What follows belongs to an exercise in optimizing a design on an open flow for small area; a production flow would make more cautious choices.
Where RTL was checked, it was by simulation tests only, not by an equivalence proof against the original.
Power figures rest on the tool's default switching activity, not on a simulated workload.

== run 1 ==
// commit_trace_unit
module commit_trace_unit #(
    parameter int DEPTH = 8,
    parameter int CNT_W = 32
) (
    input  wire logic              clk,
    input  wire logic              rst,
    input  wire logic              reg_wr_i,
    input  wire logic [2:0]        wr_reg_i,
    input  wire logic [15:0]       wr_data_i,
    input  wire logic              mem_rd_i,
    input  wire logic              mem_wr_i,
    input  wire logic [15:0]       mem_addr_i,
    input  wire logic [15:0]       mem_wdata_i,
    input  wire logic [15:0]       mem_rdata_i,
    input  wire logic              halt_i,
    input  wire logic              icache_req_i,
    input  wire logic              icache_hit_i,
    input  wire logic              dcache_req_i,
    input  wire logic              dcache_hit_i,
    output logic                   rec_valid,
    input  wire logic              rec_ready,
    output logic [3:0]             rec_flags,
    output logic [2:0]             rec_reg,
    output logic [15:0]            rec_wdata,
    output logic [15:0]            rec_addr,
    output logic [15:0]            rec_mdata,
    output logic [15:0]            rec_cycle,
    output logic                   full_o,
    output logic                   overflow_o,
    output logic                   done_o,
    output logic [CNT_W-1:0]       cycle_count_o,
    output logic [CNT_W-1:0]       inst_count_o,
    output logic [CNT_W-1:0]       icache_req_cnt_o,
    output logic [CNT_W-1:0]       icache_hit_cnt_o,
    output logic [CNT_W-1:0]       dcache_req_cnt_o,
    output logic [CNT_W-1:0]       dcache_hit_cnt_o
);
==> flow/config.mk <==
export PLATFORM = sky130hd
export DESIGN_NAME = commit_trace_unit
export DESIGN_NICKNAME = commit_trace_unit
export VERILOG_FILES = /design/flow/design.v
export SDC_FILE = /design/flow/constraint.sdc
export NUM_CORES = 4
export LEC_CHECK = 0
export CAP_MARGIN = 20
export CORE_MARGIN = 2
export CORE_UTILIZATION = 40
export SLEW_MARGIN = 20
==> flow/constraint.sdc <==
create_clock -name core_clock -period 5.0 [get_ports {clk}]
set_input_delay 1.0000 -clock core_clock [delete_from_list [all_inputs] [get_ports {clk}]]
set_output_delay 1.0000 -clock core_clock [all_outputs]
set_load 0.01 [all_outputs]
standard.sh (not shown) runs the stock make flow with config.mk's settings and CLKGATE_MAP_FILE= SYNTH_SCRIPT=/design/flow/synth_recipe.tcl, a recipe that flattens the netlist after the stock synthesis.
==> flow/flow/run.sh <==
#!/bin/bash
# Own layout flow: the standard ORFS flow (standard.sh) with three changes.
#  1. Synthesis: synth_recipe.tcl unchanged, except that Yosys's abc call for the
#     combinational logic uses an area-oriented script (flow/abc_area.script).
#     Flip-flop mapping (dfflibmap) runs before abc and is untouched, so the
#     registers, their names and cell types are those of the standard synthesis.
#  2. Every input and output port still gets a buffer, but the smallest one (buf_1).
#  3. CTS: larger sink clusters driven by clkbuf_16 and no dummy clock loads.
# Each tool's full output goes to ORFS's own logs under orfs/logs; make's output
# goes to flow_make.log.
set -euo pipefail
here=$(pwd)
{
  echo 'proc abc {args} {'
  echo '  set i [lsearch -exact $args -script]'
  echo '  if {$i >= 0} { lset args [expr {$i+1}] $::env(OWN_ABC_SCRIPT) }'
  echo '  yosys abc {*}$args'
  echo '}'
  cat synth_recipe.tcl
} > own_synth.tcl
sed "s#SYNTH_SCRIPT=[^ ]*synth_recipe.tcl#SYNTH_SCRIPT=$here/own_synth.tcl#" standard.sh > own_standard.sh
grep -q "own_synth.tcl" own_standard.sh
export OWN_ABC_SCRIPT=$here/flow/abc_area.script
export BUFFER_PORTS_ARGS="-buffer_cell sky130_fd_sc_hd__buf_1"
export CTS_ARGS="-sink_clustering_enable -repair_clock_nets -dont_use_dummy_load -buf_list sky130_fd_sc_hd__clkbuf_16 -sink_clustering_size 24 -sink_clustering_max_diameter 60"
bash own_standard.sh > flow_make.log 2>&1
==> flow/flow/abc_area.script <==
strash
dch -f
amap
topo
stime -c
What run 2 does differently from run 1 at the input level:
--- a/flow/flow/run.sh
+++ b/flow/flow/run.sh
@@ -24,3 +24,3 @@
 export BUFFER_PORTS_ARGS="-buffer_cell sky130_fd_sc_hd__buf_1"
-export CTS_ARGS="-sink_clustering_enable -repair_clock_nets -dont_use_dummy_load -buf_list sky130_fd_sc_hd__clkbuf_16 -sink_clustering_size 24 -sink_clustering_max_diameter 60"
+export CTS_ARGS="-sink_clustering_enable -repair_clock_nets -dont_use_dummy_load -buf_list sky130_fd_sc_hd__clkbuf_16 -sink_clustering_size 30 -sink_clustering_max_diameter 60"
 bash own_standard.sh > flow_make.log 2>&1
Results
| time the final worst path needs with I/O delays and setup | run 2 vs run 1 | 17 ps higher |. Looking at number of inserted diodes across run 2 and run 1, the one that comes out higher is run 1. Flip-flop and latch share of the layout cell area: run 2 vs run 1, no meaningful difference. Diff run 1..run 2 | total wire length | negligible.
Relative to run 2, the following input files were edited for run 3:
--- a/flow/flow/run.sh
+++ b/flow/flow/run.sh
@@ -24,3 +24,3 @@
 export BUFFER_PORTS_ARGS="-buffer_cell sky130_fd_sc_hd__buf_1"
-export CTS_ARGS="-sink_clustering_enable -repair_clock_nets -dont_use_dummy_load -buf_list sky130_fd_sc_hd__clkbuf_16 -sink_clustering_size 30 -sink_clustering_max_diameter 60"
+export CTS_ARGS="-sink_clustering_enable -repair_clock_nets -dont_use_dummy_load -buf_list sky130_fd_sc_hd__clkbuf_16 -sink_clustering_size 36 -sink_clustering_max_diameter 70"
 bash own_standard.sh > flow_make.log 2>&1
The number of DRC markers in iteration 0 in run 3 is 0.890 times that in run 2.
Run 3 vs run 2: maximum frequency down
Taking run 2 as the reference, in run 3 depth of the most critical reg-to-reg path stayed essentially flat; portion of total power attributed to sequential cells rose by 1.7 points; transition time at the pin with the least slew margin fell by 55 ps.
Status: sequential power parity (run 3, run 2)
Run 3: post-layout utilization of the core is 0.25 points lower than what run 2 reported.
Internal power improves in run 3 relative to run 2.
No run of this note included a check of the RTL's function; only the layout flow was run.

---

commit_trace_unit, a different RTL version from the one above (not shown whole).
Size in the first run: roughly 760 flip-flops, about 350 I/O pins.
==> flow/config.mk <==
export PLATFORM = sky130hd
export DESIGN_NAME = commit_trace_unit
export DESIGN_NICKNAME = commit_trace_unit
export VERILOG_FILES = /design/flow/design.v
export SDC_FILE = /design/flow/constraint.sdc
export NUM_CORES = 4
export LEC_CHECK = 0
export CAP_MARGIN = 20
export CORE_MARGIN = 2
export CORE_UTILIZATION = 40
export CTS_BUF_LIST = sky130_fd_sc_hd__clkbuf_8
export CTS_CLUSTER_DIAMETER = 50
export CTS_CLUSTER_SIZE = 16
export SLEW_MARGIN = 20
==> flow/constraint.sdc <==
create_clock -name core_clock -period 5.0 [get_ports {clk}]
set_input_delay 1.0000 -clock core_clock [delete_from_list [all_inputs] [get_ports {clk}]]
set_output_delay 1.0000 -clock core_clock [all_outputs]
set_load 0.01 [all_outputs]
==> flow/flow/run.sh <==
#!/bin/bash
# Standard ORFS layout; input/output ports are buffered with the smallest buffer.
set -euo pipefail
export BUFFER_PORTS_ARGS="-buffer_cell sky130_fd_sc_hd__buf_1"
bash standard.sh > standard_flow.log 2>&1
Then changed:
Settings changed: CORE_UTILIZATION 40 to 65, CTS_BUF_LIST sky130_fd_sc_hd__clkbuf_8 to sky130_fd_sc_hd__clkbuf_16, CTS_CLUSTER_SIZE 16 to 30, PLACE_DENSITY set to 0.8.
Result:
- The changed run finished with timing, DRC and antenna clean
- global-route usage is higher by 9.1 points
- synthesized cell count does not change
- via count came out higher by 0.59%
- core utilization climbs by 28 points
Then changed:
==> flow/run.sh (new file) <==
#!/bin/bash
# synth_recipe.tcl (not shown) runs the flow's synth.tcl, then flattens the netlist and writes it again
# the make line also repeats each setting of config.mk as NAME=value (left out here)
make -C /OpenROAD-flow-scripts/flow DESIGN_CONFIG=/design/flow/config.mk WORK_HOME=/design/flow/orfs CLKGATE_MAP_FILE= SYNTH_SCRIPT=/design/flow/synth_recipe.tcl finish
Settings changed: CORE_UTILIZATION 65 to 40, CTS_BUF_LIST sky130_fd_sc_hd__clkbuf_16 to sky130_fd_sc_hd__clkbuf_4, CTS_CLUSTER_DIAMETER 50 to not set, CTS_CLUSTER_SIZE 30 to not set, PLACE_DENSITY 0.8 to not set.
removed: flow/flow/run.sh
removed: flow/standard.sh
After rerunning:
- total power went up by 11%
- worst setup slack gets worse by 330 ps
- synthesized area is unchanged
- final area rose by about 10%
- die area goes up by about 60%
- global-route usage shrinks by 8.1 points
- final cell count grows by about 24%
- utilization fell by 24 points
- sequential share of layout area goes down by 6.2 points
- combinational power is higher by about 26%
- register-to-register slack is better by 150 ps
Then changed:
==> flow/flow/run.sh (new file) <==
#!/bin/bash
# Standard ORFS layout; input/output ports are buffered with the smallest buffer.
set -euo pipefail
export BUFFER_PORTS_ARGS="-buffer_cell sky130_fd_sc_hd__buf_1"
bash standard.sh > standard_flow.log 2>&1
==> flow/standard.sh (new file) <==
#!/bin/bash
# synth_recipe.tcl (not shown) runs the flow's synth.tcl, then flattens the netlist and writes it again
# the make line also repeats each setting of config.mk as NAME=value (left out here)
make -C /OpenROAD-flow-scripts/flow DESIGN_CONFIG=/design/flow/config.mk WORK_HOME=/design/flow/orfs CLKGATE_MAP_FILE= SYNTH_SCRIPT=/design/flow/synth_recipe.tcl "${@:-finish}"
Settings changed: CTS_BUF_LIST sky130_fd_sc_hd__clkbuf_4 to sky130_fd_sc_hd__clkbuf_16, CTS_CLUSTER_DIAMETER set to 40, CTS_CLUSTER_SIZE set to 30.
removed: flow/run.sh
What happened: Power increases by about 12%. Worst setup slack is better by 390 ps. Clock-buffer cell count went down by 181. Global-route usage came out lower by 0.83 points. Sequential power went up by about 0.6%. First-iteration DRC count fell by 2.6%. Clock power went up by about 50%. Combinational power drops by 20%. Design area fell by about 2.5%. Clock skew shrinks by 49 ps.

---

Setup of willow:
commit_trace_unit again, from the RTL that the note above started with.
Settings: LEC_CHECK=0, CAP_MARGIN=20, CORE_MARGIN=2, CORE_UTILIZATION=40, SLEW_MARGIN=20; clock period 5.0 ns.
run.sh (not shown) runs the stock make flow with config.mk's settings and CLKGATE_MAP_FILE= SYNTH_SCRIPT=/design/flow/synth_recipe.tcl, a recipe that flattens the netlist after the stock synthesis.
Stock flow here: none of the scripts above is used.
Modified inputs, zinc compared to willow
- an added CTS_CLUSTER_DIAMETER of 60
- an added CTS_BUF_LIST of sky130_fd_sc_hd__clkbuf_16
- an added CTS_CLUSTER_SIZE of 24
==> flow/flow/run.sh (new file) <==
#!/bin/bash
# Standard ORFS layout; input/output ports are buffered with the smallest buffer.
set -euo pipefail
export BUFFER_PORTS_ARGS="-buffer_cell sky130_fd_sc_hd__buf_1"
bash standard.sh > standard_flow.log 2>&1
==> flow/standard.sh (new file) <==
#!/bin/bash
# synth_recipe.tcl (not shown) runs the flow's synth.tcl, then flattens the netlist and writes it again
# the make line also repeats each setting of config.mk as NAME=value (left out here)
make -C /OpenROAD-flow-scripts/flow DESIGN_CONFIG=/design/flow/config.mk WORK_HOME=/design/flow/orfs CLKGATE_MAP_FILE= SYNTH_SCRIPT=/design/flow/synth_recipe.tcl "${@:-finish}"
removed: flow/run.sh
==> results.txt <==
Final cell count without fillers ends up higher on willow. Final cycle utilization of the critical path on zinc is down relative to willow. Changes observed in zinc relative to willow: clock input transition at the sequential cells of the worst setup and hold paths shows an increase of 0.03 ns, combinational power shows a reduction of 19%, number of cells on the critical path shows a reduction of 1. Synthesis-to-layout area growth for zinc: 10 points down relative to willow. Going from willow to zinc, aggregate routed wire length shrank by a few percent. Compared with willow, in zinc peak clock frequency supported by timing increased 5.1%, wire length of the first global-routing pass decreased about 3.2%, fraction of area in non-clock buffers decreased 5.6 points.
## Diff of input files: onyx against zinc
- swapping sky130_fd_sc_hd__clkbuf_16 for sky130_fd_sc_hd__clkbuf_4 in CTS_BUF_LIST
- clearing CTS_CLUSTER_DIAMETER, which used to be 60
- clearing CTS_CLUSTER_SIZE, which used to be 24
Clock-pin slew reported for the worst setup and hold paths after clock tree synthesis: lower on onyx
Worst hold slack across all endpoints ends up higher on zinc.
First element of the critical path: count_q[3] -> zinc, count_q[0] -> onyx
onyx vs. zinc: clock network power share grew by 3.9 points; combinational cell power held steady; routed wire length grew by 2000 um.

---

v1:
Another version of the RTL of commit_trace_unit (not shown whole).
Size: about 1400 cells after synthesis, about 760 flip-flops, ~350 I/O pins.
==> flow/config.mk <==
export PLATFORM = sky130hd
export DESIGN_NAME = commit_trace_unit
export DESIGN_NICKNAME = commit_trace_unit
export VERILOG_FILES = /design/flow/design.v
export SDC_FILE = /design/flow/constraint.sdc
export NUM_CORES = 4
export LEC_CHECK = 0
export CAP_MARGIN = 20
export CORE_MARGIN = 2
export CORE_UTILIZATION = 40
export PLACE_DENSITY = 0.8
export SLEW_MARGIN = 20
==> flow/constraint.sdc <==
create_clock -name core_clock -period 5.0 [get_ports {clk}]
set_input_delay 1.0000 -clock core_clock [delete_from_list [all_inputs] [get_ports {clk}]]
set_output_delay 1.0000 -clock core_clock [all_outputs]
set_load 0.01 [all_outputs]
standard.sh (not shown) runs the stock make flow with config.mk's settings and CLKGATE_MAP_FILE= SYNTH_SCRIPT=/design/flow/synth_recipe.tcl, a recipe that flattens the netlist after the stock synthesis.
==> flow/flow/run.sh <==
#!/bin/bash
# Own layout flow: the standard ORFS flow (standard.sh) with three changes.
#  1. Synthesis: synth_recipe.tcl unchanged, except that Yosys's abc call for the
#     combinational logic uses an area-oriented script (flow/abc_area.script).
#     Flip-flop mapping (dfflibmap) runs before abc and is untouched, so the
#     registers, their names and cell types are those of the standard synthesis.
#  2. Every input and output port still gets a buffer, but the smallest one (buf_1).
#  3. CTS: larger sink clusters driven by clkbuf_16 and no dummy clock loads.
# Each tool's full output goes to ORFS's own logs under orfs/logs; make's output
# goes to flow_make.log.
set -euo pipefail
here=$(pwd)
{
  echo 'proc abc {args} {'
  echo '  set i [lsearch -exact $args -script]'
  echo '  if {$i >= 0} { lset args [expr {$i+1}] $::env(OWN_ABC_SCRIPT) }'
  echo '  yosys abc {*}$args'
  echo '}'
  cat synth_recipe.tcl
} > own_synth.tcl
sed "s#SYNTH_SCRIPT=[^ ]*synth_recipe.tcl#SYNTH_SCRIPT=$here/own_synth.tcl#" standard.sh > own_standard.sh
grep -q "own_synth.tcl" own_standard.sh
export OWN_ABC_SCRIPT=$here/flow/abc_area.script
export BUFFER_PORTS_ARGS="-buffer_cell sky130_fd_sc_hd__buf_1"
export CTS_ARGS="-sink_clustering_enable -repair_clock_nets -dont_use_dummy_load -buf_list sky130_fd_sc_hd__clkbuf_16 -sink_clustering_size 40 -sink_clustering_max_diameter 60"
bash own_standard.sh > flow_make.log 2>&1
Scripts as last shown in full above: flow/flow/abc_area.script
v1 reached the end of the flow, and the finished layout is clean on the timing, design-rule and antenna checks.
diff inputs: v1 => v7
- a change of PLACE_DENSITY from 0.8 to 0.85
- a change of CORE_UTILIZATION from 40 to 70
- an added CTS_BUF_LIST of sky130_fd_sc_hd__clkbuf_16
- an added CTS_CLUSTER_DIAMETER of 60
- an added CTS_CLUSTER_SIZE of 24
==> flow/run.sh (new file) <==
#!/bin/bash
# synth_recipe.tcl (not shown) runs the flow's synth.tcl, then flattens the netlist and writes it again
# the make line also repeats each setting of config.mk as NAME=value (left out here)
make -C /OpenROAD-flow-scripts/flow DESIGN_CONFIG=/design/flow/config.mk WORK_HOME=/design/flow/orfs CLKGATE_MAP_FILE= SYNTH_SCRIPT=/design/flow/synth_recipe.tcl finish
removed: flow/flow/run.sh
removed: flow/flow/abc_area.script
removed: flow/standard.sh
--- outcome ---
Compared with v1, in v7 layout buffer count excluding clock buffers saw little to no change, buffering stage count on the worst path with inverters included saw a decrease, headroom to the max-slew limit saw a decrease, synthesized-area fraction occupied by adder cells saw a decrease, utilization saw an increase.
The final layouts of v7 and v1 pass the timing, design-rule and antenna checks.
Lower first-pass GRT wire length was reported by v1, not v7.
Going from v1 to v7, design area grew by more than 10%.
[compare] base=v1 new=v7: number of well-tap cells placed has decreased; clock network fraction of total power dropped 3.8 points; final period utilization went up.
### v7 -> v37
- clearing CTS_CLUSTER_DIAMETER, which used to be 60
- clearing CTS_BUF_LIST, which used to be sky130_fd_sc_hd__clkbuf_16
- clearing PLACE_DENSITY, which used to be 0.85
- swapping 70 for 40 in CORE_UTILIZATION
- clearing CTS_CLUSTER_SIZE, which used to be 24
==> flow/flow/run.sh (new file) <==
#!/bin/bash
# Own layout flow: the standard ORFS flow (standard.sh) with three changes.
#  1. Synthesis: synth_recipe.tcl unchanged, except that Yosys's abc call for the
#     combinational logic uses an area-oriented script (flow/abc_area.script).
#     Flip-flop mapping (dfflibmap) runs before abc and is untouched, so the
#     registers, their names and cell types are those of the standard synthesis.
#  2. Every input and output port still gets a buffer, but the smallest one (buf_1).
#  3. CTS: larger sink clusters driven by clkbuf_16 and no dummy clock loads.
# Each tool's full output goes to ORFS's own logs under orfs/logs; make's output
# goes to flow_make.log.
set -euo pipefail
here=$(pwd)
{
  echo 'proc abc {args} {'
  echo '  set i [lsearch -exact $args -script]'
  echo '  if {$i >= 0} { lset args [expr {$i+1}] $::env(OWN_ABC_SCRIPT) }'
  echo '  yosys abc {*}$args'
  echo '}'
  cat synth_recipe.tcl
} > own_synth.tcl
sed "s#SYNTH_SCRIPT=[^ ]*synth_recipe.tcl#SYNTH_SCRIPT=$here/own_synth.tcl#" standard.sh > own_standard.sh
grep -q "own_synth.tcl" own_standard.sh
export OWN_ABC_SCRIPT=$here/flow/abc_area.script
export BUFFER_PORTS_ARGS="-buffer_cell sky130_fd_sc_hd__buf_1"
export CTS_ARGS="-sink_clustering_enable -repair_clock_nets -dont_use_dummy_load -buf_list {sky130_fd_sc_hd__clkbuf_8 sky130_fd_sc_hd__clkbuf_16} -sink_clustering_buffer sky130_fd_sc_hd__clkbuf_8 -tree_buf sky130_fd_sc_hd__clkbuf_16 -root_buf sky130_fd_sc_hd__clkbuf_16 -sink_clustering_size 20 -sink_clustering_max_diameter 50"
bash own_standard.sh > flow_make.log 2>&1
==> flow/flow/abc_area.script (new file) <==
strash
dch -f
amap
topo
stime -c
==> flow/standard.sh (new file) <==
#!/bin/bash
# synth_recipe.tcl (not shown) runs the flow's synth.tcl, then flattens the netlist and writes it again
# the make line also repeats each setting of config.mk as NAME=value (left out here)
make -C /OpenROAD-flow-scripts/flow DESIGN_CONFIG=/design/flow/config.mk WORK_HOME=/design/flow/orfs CLKGATE_MAP_FILE= SYNTH_SCRIPT=/design/flow/synth_recipe.tcl "${@:-finish}"
removed: flow/run.sh
==> comparison <==
Arrival time at the worst endpoint down 0.22 ns in v37 wrt v7
Against v7 as the reference, v37 delivers a higher buffers plus inverters on the worst setup path.
Of v37 and v7, the lower part of the total power dissipated in the clock network belongs to v7.
Compared with v7, in v37 total detailed-routing wirelength moved down; non-clock buffer instance count of the final layout shrank by 2.
Across both runs, final layout net count was lower for v37 than for v7.
v37 reports its launching element of the worst setup path as count_q[2]$_DFFE_PP0P_ while v7 reports count_q[0]$_DFFE_PP0P_.
Average wire length per cell after detail routing in v37 is about 9% below v7.
v7 finished all stages; the layout is clean.
v37 ran to completion and came out clean on the timing, design-rule and antenna checks.

re-timing with driven ports:
How much do the figures lean on ideal ports? The routed layouts below were timed once more, with nothing changed but the port constraints.
Step 1 assumes that a clkbuf_16 drives the clock port and a buf_2 every other input.
Step 2 moves the port delays by t, midway between the first and last clock arrival at a register: inputs arrive t later, outputs are due t later. That takes back most of the time a late clock gives input paths.
a / b / c = no drivers / after step 1 / after step 2; a / b = the first two.
run | t (ns) | setup WS [ns] | latest minus earliest clock arrival (ns)
run 1 | 0.654 | 0.821 / 0.760 / 1.414 | 0.062 / 0.062
run 2 | 0.653 | 0.803 / 0.743 / 1.396 | 0.058 / 0.058
run 3 | 0.639 | 0.762 / 0.702 / 1.341 | 0.053 / 0.054
the first run of note 2 | 0.748 | 0.528 / 0.463 / 1.210 | 0.068 / 0.067
the second run of note 2 | 0.671 | 0.538 / 0.482 / 1.153 | 0.039 / 0.039
the third run of note 2 | 1.049 | 0.206 / 0.144 / 0.990 | 0.082 / 0.082
the fourth run of note 2 | 0.724 | 0.597 / 0.530 / 1.254 | 0.033 / 0.033
willow | 0.669 | 0.400 / 0.336 / 0.984 | 0.023 / 0.023
zinc | 0.683 | 0.624 / 0.558 / 1.242 | 0.045 / 0.045
onyx | 1.058 | 0.403 / 0.340 / 1.309 | 0.096 / 0.097
v1 | 0.625 | 0.609 / 0.552 / 0.312 | 0.098 / 0.098
v7 | 0.643 | 0.282 / 0.226 / 0.088 | 0.029 / 0.029
v37 | 0.625 | 0.497 / 0.440 / 0.252 | 0.077 / 0.077
After both steps every run listed still meets setup and hold. The setup slack of v1, which loses most, moves by -0.057 ns with the drivers and by -0.297 ns with both steps.
